This is an optimization exercise on Yosys and OpenROAD, whose aim is small area, not a production implementation.
Function was checked by simulation only, so behaviour that the tests miss may differ from the original.
Power and IR drop assume default switching activity. The flow treats the clock pin as an ideal source, which a real chip does not have.

// cpu_top
module cpu_top
(
    input  logic     clock,
    input  logic     rst,
    input  logic     ack,
    input  isa_pkg::word_t    rdata,
    output logic     req,
    output bus_pkg::mem_req_t mem_req,
    output logic     halted
);
    localparam logic [3:0] S_INIT   = 4'd0;    
    localparam logic [3:0] S_LX     = 4'd1;    
    localparam logic [3:0] S_FETCH  = 4'd2;    
    localparam logic [3:0] S_EXW    = 4'd3;    
    localparam logic [3:0] S_EX1    = 4'd4;    
    localparam logic [3:0] S_EX2    = 4'd5;    
    localparam logic [3:0] S_LXB    = 4'd6;    
    localparam logic [3:0] S_STREQ  = 4'd7;    
    localparam logic [3:0] S_LXW    = 4'd8;    
    localparam logic [3:0] S_HALTED = 4'd9;
    logic [3:0]  state;
    logic [5:0]  k;
    logic        last;
    logic [5:0]  op;
    logic [2:0]  sa;
    logic [2:0]  sb;
    logic [2:0]  dst;
    logic        hilo;
    logic        imm_bit;
    logic        st_init, st_lx, st_ex1, st_ex2, st_lxb, st_streq;
    logic [63:0] regs [0:7];
    logic [7:0]  ro;
    logic [63:0] pcr;
    logic [63:0] xr;
    logic [63:0] yr;
    logic [7:0]  flags;
    logic [5:0]  s;       
    logic        c;       
    logic        pc_c;    
    logic        a_bit, b_bit, fa, fb;
    logic [2:0]  b_sel;
    logic        op_ldi, op_add, op_sub, op_and, op_or, op_xor, op_shl;
    logic        op_store, op_feq, op_flt, op_fand, op_jmp, op_jf, op_halt;
    logic        sub, bb, cin, sum, c_next, alu_bit, ge, w_bit, jump;
    logic        reg_op, wen_any, pc_in, pcin, x_in, flag_v;
    logic [7:0]  wen;
    assign op   = rdata[5:0];
    assign sa   = rdata[8:6];
    assign sb   = rdata[11:9];
    assign dst  = rdata[14:12];
    assign hilo = rdata[15];
    assign imm_bit = rdata[32 + k[4:0]];
    assign last     = &k;
    assign st_init  = (state == S_INIT);
    assign st_lx    = (state == S_LX);
    assign st_ex1   = (state == S_EX1);
    assign st_ex2   = (state == S_EX2);
    assign st_lxb   = (state == S_LXB);
    assign st_streq = (state == S_STREQ);
    assign op_ldi   = (op == isa_pkg::OP_LDI);
  ...
Size in the first run: roughly 1,100 cells after synthesis, about 730 flip-flops.
clock: 10.0 ns
lec_check: 0
cap_margin: 20
core_margin: 2
core_utilization: 40
cts_buf_list: sky130_fd_sc_hd__clkbuf_2 sky130_fd_sc_hd__clkbuf_4 sky130_fd_sc_hd__clkbuf_8
slew_margin: 20
run.sh (not shown) runs the stock make flow with config.mk's settings and CLKGATE_MAP_FILE= SYNTH_SCRIPT=/design/flow/synth_recipe.tcl, a recipe that flattens the netlist after the stock synthesis.
The baseline finished clean.
Change:
==> flow/flow/run.sh (new file) <==
#!/bin/bash
# Standard ORFS layout (the standard.sh, unchanged synthesis, floorplan,
# power grid and routing) with two changes:
#  - ports are buffered with sky130_fd_sc_hd__buf_1 instead of the default pick
#  - the clock tree is built from clkbuf_8 only, without dummy loads
# make's full output goes to standard.log; ORFS writes its per-step logs
# under orfs/logs.
export BUFFER_PORTS_ARGS="-buffer_cell sky130_fd_sc_hd__buf_1"
export CTS_ARGS="-sink_clustering_enable -repair_clock_nets -buf_list sky130_fd_sc_hd__clkbuf_16 -sink_clustering_size 40 -sink_clustering_max_diameter 80 -dont_use_dummy_load"
bash standard.sh > standard.log 2>&1
==> flow/standard.sh (new file) <==
#!/bin/bash
# synth_recipe.tcl (not shown) runs the flow's synth.tcl, then flattens the netlist and writes it again
# the make line also repeats each setting of config.mk as NAME=value (left out here)
make -C /OpenROAD-flow-scripts/flow DESIGN_CONFIG=/design/flow/config.mk WORK_HOME=/design/flow/orfs CLKGATE_MAP_FILE= SYNTH_SCRIPT=/design/flow/synth_recipe.tcl "${@:-finish}"
- CORE_UTILIZATION: 40 -> 60
- CTS_BUF_LIST: sky130_fd_sc_hd__clkbuf_2 sky130_fd_sc_hd__clkbuf_4 sky130_fd_sc_hd__clkbuf_8 -> not set
removed: flow/run.sh
What happened:
- final cell count shrinks by 19%
- total power decreases by 23%
- non-clock buffer count stays the same
Change:
==> flow/run.sh (new file) <==
#!/bin/bash
# synth_recipe.tcl (not shown) runs the flow's synth.tcl, then flattens the netlist and writes it again
# the make line also repeats each setting of config.mk as NAME=value (left out here)
make -C /OpenROAD-flow-scripts/flow DESIGN_CONFIG=/design/flow/config.mk WORK_HOME=/design/flow/orfs CLKGATE_MAP_FILE= SYNTH_SCRIPT=/design/flow/synth_recipe.tcl finish
- CORE_UTILIZATION: 60 -> 40
- CTS_BUF_LIST: not set -> sky130_fd_sc_hd__clkbuf_8
- CTS_CLUSTER_DIAMETER: not set -> 60
- CTS_CLUSTER_SIZE: not set -> 20
removed: flow/flow/run.sh
removed: flow/standard.sh
What happened: The new run finished with antenna violations left. Cell count climbs by 16%. Fmax drops by 3.9%. Core utilization drops by 19 points.
Change:
- CTS_BUF_LIST: sky130_fd_sc_hd__clkbuf_8 -> not set
- CTS_CLUSTER_DIAMETER: 60 -> not set
- CTS_CLUSTER_SIZE: 20 -> not set
=> Now the flow completed without violations; via count goes up by 2.2%; final area goes up by 7.0%; final cell count goes up by 2.6%; power goes up by 28%; die area is unchanged; setup slack is worse by 0.063 ns.

---

## job 9647
The RTL this note starts from:
==> flow/design.v <==
package isa_pkg;
    localparam int WORD_W   = 64;
    localparam int IMM_W    = 32;
    localparam int SEL_W    = 3;
    localparam int OP_W     = 6;
    localparam int NUM_REGS = 1 << SEL_W;
    localparam int PAD_W = WORD_W - IMM_W - 1 - 3 * SEL_W - OP_W;
    typedef logic [WORD_W-1:0] word_t;
    typedef logic [IMM_W-1:0]  imm_t;
    typedef logic [SEL_W-1:0]  reg_sel_t;
    typedef logic [OP_W-1:0]   opcode_t;
    typedef struct packed {
        imm_t             imm;
        logic [PAD_W-1:0] unused;
        logic             hilo;
        reg_sel_t         dst;
        reg_sel_t         src_b;
        reg_sel_t         src_a;
        opcode_t          op;
    } instr_t;
    typedef enum logic [2:0] {
        FETCH_REQ,
        FETCH_REL,
        EXECUTE,
        STORE_REQ,
        STORE_REL,
        ADVANCE,
        HALTED
    } seq_state_t;
    localparam opcode_t OP_LDI   = 6'd0;
    localparam opcode_t OP_ADD   = 6'd1;
    localparam opcode_t OP_SUB   = 6'd2;
    localparam opcode_t OP_AND   = 6'd3;
    localparam opcode_t OP_OR    = 6'd4;
    localparam opcode_t OP_XOR   = 6'd5;
    localparam opcode_t OP_SHL   = 6'd6;
    localparam opcode_t OP_STORE = 6'd7;
    localparam opcode_t OP_FEQ   = 6'd8;
    localparam opcode_t OP_FLT   = 6'd9;
    localparam opcode_t OP_FAND  = 6'd10;
    localparam opcode_t OP_JMP   = 6'd11;
    localparam opcode_t OP_JF    = 6'd12;
    localparam opcode_t OP_HALT  = 6'd13;
endpackage
package bus_pkg;
    localparam int ADDR_W = 64;
    localparam int DATA_W = 64;
    typedef logic [ADDR_W-1:0] addr_t;
    typedef logic [DATA_W-1:0] data_t;
    typedef struct packed {
        addr_t addr;
        data_t wdata;
        logic  write;
    } mem_req_t;
endpackage
`timescale 1ns/1ps
module cpu_top
(
    input  logic     clock,
    input  logic     rst,
    input  logic     ack,
    input  isa_pkg::word_t    rdata,
    output logic     req,
    output bus_pkg::mem_req_t mem_req,
    output logic     halted
);
    localparam logic [3:0] S_INIT   = 4'd0;    
    localparam logic [3:0] S_LX     = 4'd1;    
    localparam logic [3:0] S_LXI    = 4'd2;    
    localparam logic [3:0] S_FETCH  = 4'd3;    
    localparam logic [3:0] S_EXW    = 4'd4;    
    localparam logic [3:0] S_EX1    = 4'd5;    
    localparam logic [3:0] S_EX2    = 4'd6;    
    localparam logic [3:0] S_LXB    = 4'd7;    
    localparam logic [3:0] S_STREQ  = 4'd8;    
    localparam logic [3:0] S_LXW    = 4'd9;    
    localparam logic [3:0] S_HALTED = 4'd10;
    logic [3:0]  state;
    logic [5:0]  k;
    logic        last;
    logic        first;
    logic [5:0]  op;
    logic [2:0]  sa;
    logic [2:0]  sb;
    logic [2:0]  dst;
    logic        hilo;
    logic        imm_bit;
    logic        st_init, st_ex1, st_ex2, st_lxb, st_inc, st_streq;
    logic [63:0] regs [0:7];
    logic [7:0]  ro;
    logic [63:0] pcr;
    logic [63:0] xr;
    logic [63:0] yr;
    logic [7:0]  flags;
    logic [5:0]  s;       
    logic        c;       
    logic        a_bit, b_bit, fa, fb;
    logic [2:0]  b_sel;
    logic        op_ldi, op_add, op_sub, op_and, op_or, op_xor, op_shl;
    logic        op_store, op_feq, op_flt, op_fand, op_jmp, op_jf, op_halt;
    logic        sub, bb, cin, c_next, alu_bit, ge, w_bit, jump;
    logic        reg_op, wen_any, pc_in, p_inc, x_in, flag_v;
    logic [7:0]  wen;
    assign op   = rdata[5:0];
    assign sa   = rdata[8:6];
    assign sb   = rdata[11:9];
    assign dst  = rdata[14:12];
    assign hilo = rdata[15];
    assign imm_bit = rdata[32 + k[4:0]];
    assign last     = &k;
    assign first    = ~|k;
    assign st_init  = (state == S_INIT);
    assign st_ex1   = (state == S_EX1);
    assign st_ex2   = (state == S_EX2);
    assign st_lxb   = (state == S_LXB);
    assign st_inc   = (state == S_LXB) | (state == S_LXI);
    assign st_streq = (state == S_STREQ);
    assign op_ldi   = (op == isa_pkg::OP_LDI);
    assign op_add   = (op == isa_pkg::OP_ADD);
    assign op_sub   = (op == isa_pkg::OP_SUB);
    assign op_and   = (op == isa_pkg::OP_AND);
    assign op_or    = (op == isa_pkg::OP_OR);
    assign op_xor   = (op == isa_pkg::OP_XOR);
    assign op_shl   = (op == isa_pkg::OP_SHL);
    assign op_store = (op == isa_pkg::OP_STORE);
    assign op_feq   = (op == isa_pkg::OP_FEQ);
    assign op_flt   = (op == isa_pkg::OP_FLT);
    assign op_fand  = (op == isa_pkg::OP_FAND);
    assign op_jmp   = (op == isa_pkg::OP_JMP);
    assign op_jf    = (op == isa_pkg::OP_JF);
    assign op_halt  = (op == isa_pkg::OP_HALT);
    always_comb
    begin
        for (int j = 0; j < 8; j++)
        begin
            ro[j] = regs[j][0];
        end
    end
    assign b_sel = st_lxb ? s[2:0] : sb;
    assign a_bit = ro[sa];
    assign b_bit = ro[b_sel];
    assign fa    = flags[sa];
    assign fb    = flags[sb];
    assign sub    = op_sub | op_feq | op_flt;
    assign bb     = b_bit ^ sub;
    assign cin    = first ? (sub | ~st_ex1) : c;
    assign c_next = st_ex1 ? ((~op_feq & a_bit & bb) | (cin & (a_bit ^ bb)))
                           : (pcr[0] & cin);
    logic [3:0] lut;
    logic       ldi_bit;
    always_comb
    begin
        case (op[2:0])
            3'd1:    lut = 4'b0110;    
            3'd2:    lut = 4'b1001;    
            3'd3:    lut = 4'b1000;    
            3'd4:    lut = 4'b1110;    
            default: lut = 4'b0110;    
        endcase
    end
    assign ldi_bit = hilo ? (k[5] ? imm_bit : a_bit) : (~k[5] & imm_bit);
    assign alu_bit = op_ldi ? ldi_bit : (lut[{a_bit, b_bit}] ^ ((op_add | op_sub) & cin));
    assign ge      = (k >= s);
    assign reg_op  = op_ldi | op_add | op_sub | op_and | op_or | op_xor;
    assign wen_any = st_ex1 & reg_op | st_ex2;
    assign w_bit   = ~st_init & (st_ex2 ? (ge & yr[0]) : alu_bit);
    always_comb
    begin
        for (int j = 0; j < 8; j++)
        begin
            wen[j] = st_init | (wen_any & (dst == 3'(j)));
        end
    end
    always_ff @(posedge clock)
    begin
        for (int j = 0; j < 8; j++)
        begin
            regs[j] <= {wen[j] ? w_bit : regs[j][0], regs[j][63:1]};
        end
    end
    assign jump  = op_jmp | (op_jf & fa);
    assign p_inc = pcr[0] ^ (st_inc & cin);
    always_comb
    begin
        pc_in = p_inc;
        if (st_init)
        begin
            pc_in = 1'b0;
        end
        else if (st_ex1 & jump)
        begin
            pc_in = ~k[5] & imm_bit;
        end
    end
    always_ff @(posedge clock)
    begin
        pcr <= {pc_in, pcr[63:1]};
        c   <= c_next;
    end
    assign x_in = st_lxb ? b_bit : p_inc;
    always_ff @(posedge clock)
    begin
        if ((state == S_LX) | st_inc)
        begin
            xr <= {x_in, xr[63:1]};
        end
        if (st_ex1 | (st_ex2 & ge))
        begin
            yr <= {a_bit, yr[63:1]};
        end
    end
    always_ff @(posedge clock)
    begin
        if (st_ex1)
        begin
            if (op_store)
            begin
                s[2:0] <= sb;
            end
            else if (k < 6'd6)
            begin
                s <= {b_bit, s[5:1]};
            end
        end
    end
    always_comb
    begin
        flag_v = fa & fb;
        if (op_feq)
        begin
            flag_v = c_next;
        end
        else if (op_flt)
        begin
            flag_v = ~c_next;
        end
    end
    always_ff @(posedge clock)
    begin
        if (rst)
        begin
            flags <= '0;
        end
        else if (st_ex1 & last & (op_feq | op_flt | op_fand))
        begin
            flags[dst] <= flag_v;
        end
    end
    always_ff @(posedge clock)
    begin
        if (rst)
        begin
            state <= S_INIT;
            k     <= '0;
            req   <= 1'b0;
        end
        else
        begin
            k <= k + 6'd1;
            case (state)
                S_INIT, S_LXW:
                begin
                    if (last)
                    begin
                        state <= S_LX;
                    end
                end
                S_LX, S_LXI:
                begin
                    if (last)
                    begin
                        state <= S_FETCH;
                    end
                end
                S_FETCH:
                begin
                    if (req && ack)
                    begin
                        state <= S_EXW;
                    end
                    else if (!ack)
                    begin
                        req <= 1'b1;
                    end
                end
                S_EXW:
                begin
                    if (op_halt)
                    begin
                        req   <= 1'b0;
                        state <= S_HALTED;
                    end
                    else if (last)
                    begin
                        state <= S_EX1;
                    end
                end
                S_EX1:
                begin
                    if (last)
                    begin
                        if (op_shl)
                        begin
                            state <= S_EX2;
                        end
                        else
                        begin
                            req <= 1'b0;
                            if (op_store)
                            begin
                                state <= S_LXB;
                            end
                            else if (jump)
                            begin
                                state <= S_LX;
                            end
                            else
                            begin
                                state <= S_LXI;
                            end
                        end
                    end
                end
                S_EX2:
                begin
                    if (last)
                    begin
                        req   <= 1'b0;
                        state <= S_LXI;
                    end
                end
                S_LXB:
                begin
                    if (last)
                    begin
                        state <= S_STREQ;
                    end
                end
                S_STREQ:
                begin
                    if (req && ack)
                    begin
                        req   <= 1'b0;
                        state <= S_LXW;
                    end
                    else if (!ack)
                    begin
                        req <= 1'b1;
                    end
                end
                default:
                begin
                    req <= 1'b0;
                end
            endcase
        end
    end
    assign mem_req.addr  = xr;
    assign mem_req.wdata = yr;
    assign mem_req.write = st_streq;
    assign halted        = (state == S_HALTED);
endmodule
==> flow/config.mk <==
export PLATFORM = sky130hd
export DESIGN_NAME = cpu_top
export DESIGN_NICKNAME = cpu_top
export VERILOG_FILES = /design/flow/design.v
export SDC_FILE = /design/flow/constraint.sdc
export NUM_CORES = 4
export LEC_CHECK = 0
export CAP_MARGIN = 20
export CORE_MARGIN = 2
export CORE_UTILIZATION = 40
export SLEW_MARGIN = 20
==> flow/constraint.sdc <==
create_clock -name core_clock -period 10.0 [get_ports {clock}]
set_input_delay 2.0000 -clock core_clock [delete_from_list [all_inputs] [get_ports {clock}]]
set_output_delay 2.0000 -clock core_clock [all_outputs]
set_load 0.01 [all_outputs]
standard.sh (not shown) runs the stock make flow with config.mk's settings and CLKGATE_MAP_FILE= SYNTH_SCRIPT=/design/flow/synth_recipe.tcl, a recipe that flattens the netlist after the stock synthesis.
==> flow/flow/run.sh <==
#!/bin/bash
# Standard ORFS layout (the standard.sh, unchanged synthesis, floorplan,
# power grid and routing) with two changes:
#  - ports are buffered with sky130_fd_sc_hd__buf_1 instead of the default pick
#  - the clock tree is built from clkbuf_8 only, without dummy loads
# make's full output goes to standard.log; ORFS writes its per-step logs
# under orfs/logs.
export BUFFER_PORTS_ARGS="-buffer_cell sky130_fd_sc_hd__buf_1"
export CTS_ARGS="-sink_clustering_enable -repair_clock_nets -buf_list sky130_fd_sc_hd__clkbuf_16 -sink_clustering_size 34 -sink_clustering_max_diameter 80 -dont_use_dummy_load"
bash standard.sh > standard.log 2>&1
Job 9647 ran to completion and came out clean on the timing, design-rule and antenna checks.
Input changes introduced in job 4964 (baseline for comparison: job 9647):
-- flow/flow/run.sh --
<<< job 9647, line 8
export BUFFER_PORTS_ARGS="-buffer_cell sky130_fd_sc_hd__buf_1"
export CTS_ARGS="-sink_clustering_enable -repair_clock_nets -buf_list sky130_fd_sc_hd__clkbuf_16 -sink_clustering_size 34 -sink_clustering_max_diameter 80 -dont_use_dummy_load"
bash standard.sh > standard.log 2>&1
>>> job 4964, line 8
export BUFFER_PORTS_ARGS="-buffer_cell sky130_fd_sc_hd__buf_1"
export CTS_ARGS="-sink_clustering_enable -repair_clock_nets -buf_list sky130_fd_sc_hd__clkbuf_8 -sink_clustering_size 20 -sink_clustering_max_diameter 60 -dont_use_dummy_load"
bash standard.sh > standard.log 2>&1
Notes after the runs:
- Changes observed in job 4964 relative to job 9647: total number of H-tree levels higher, flip-flop and latch share of the layout cell area higher.
- Areal power density over the cells shrinks slightly when moving from job 9647 to job 4964.
The inputs of job 9590 differ from those of job 4964 as listed below.
Settings: a change of CORE_UTILIZATION from 40 to 60.
Results
Job 9590 vs. job 4964: final weighted congestion in routability-driven placement rose 0.030; utilization rose 22 points.
Job 9590: PASS, flow complete, no timing, DRC or antenna violations
From job 4964 to job 9590 the numbers moved as follows: antenna diode count shows an increase of 4; number of cells on the worst reg-to-reg path shows no meaningful change.
Summary of job 9590 over job 4964: total global-route track usage increased by 4.8 points relative to the old numbers; die outline width decreased by about 18% relative to the old numbers; register-to-register slack increased by 50 ps relative to the old numbers.
Taking job 9590 over job 4964, the detail-routed via count per cell ratio works out to 1.10.

## re-timing with driven ports
How much do the figures lean on ideal ports? The routed layouts below were timed once more, with nothing changed but the port constraints.
Step 1 sets driving cells, clkbuf_16 on the clock port and buf_2 on the other inputs (assumed; they add their load-dependent delay and slew).
Step 2, shift: input delay + t, output delay - t, t = (earliest + latest rising clock arrival at the registers) / 2. This alone moves slack from input paths to output paths.
Three values: ideal, step 1, step 2; two values: the first two.
run | t (ns) | setup slack, ns | worst hold slack (ns) | worst setup path after step 2 | worst data-port slew with drivers (ns)
the first run of note 1 | 0.702 | 5.044 / 5.061 / 4.358 | 0.307 / 0.307 / 0.307 | input to register | 0.09
the second run of note 1 | 0.586 | 5.206 / 5.170 / 4.584 | 0.299 / 0.299 / 0.299 | input to register | 0.09
the third run of note 1 | 0.677 | 5.009 / 5.038 / 4.360 | 0.306 / 0.306 / 0.306 | input to register | 0.09
the fourth run of note 1 | 0.638 | 4.946 / 4.978 / 4.340 | 0.316 / 0.316 / 0.316 | input to register | 0.10
job 9647 | 0.620 | 5.749 / 5.726 / 5.106 | 0.292 / 0.292 / 0.292 | input to register | 0.08
job 4964 | 0.649 | 5.766 / 5.742 / 5.093 | 0.299 / 0.299 / 0.299 | input to register | 0.09
job 9590 | 0.598 | 5.672 / 5.644 / 5.046 | 0.284 / 0.284 / 0.284 | input to register | 0.09
The setup slack of the first run of note 1, which loses most, moves by +0.017 ns with the drivers and by -0.686 ns with both steps.
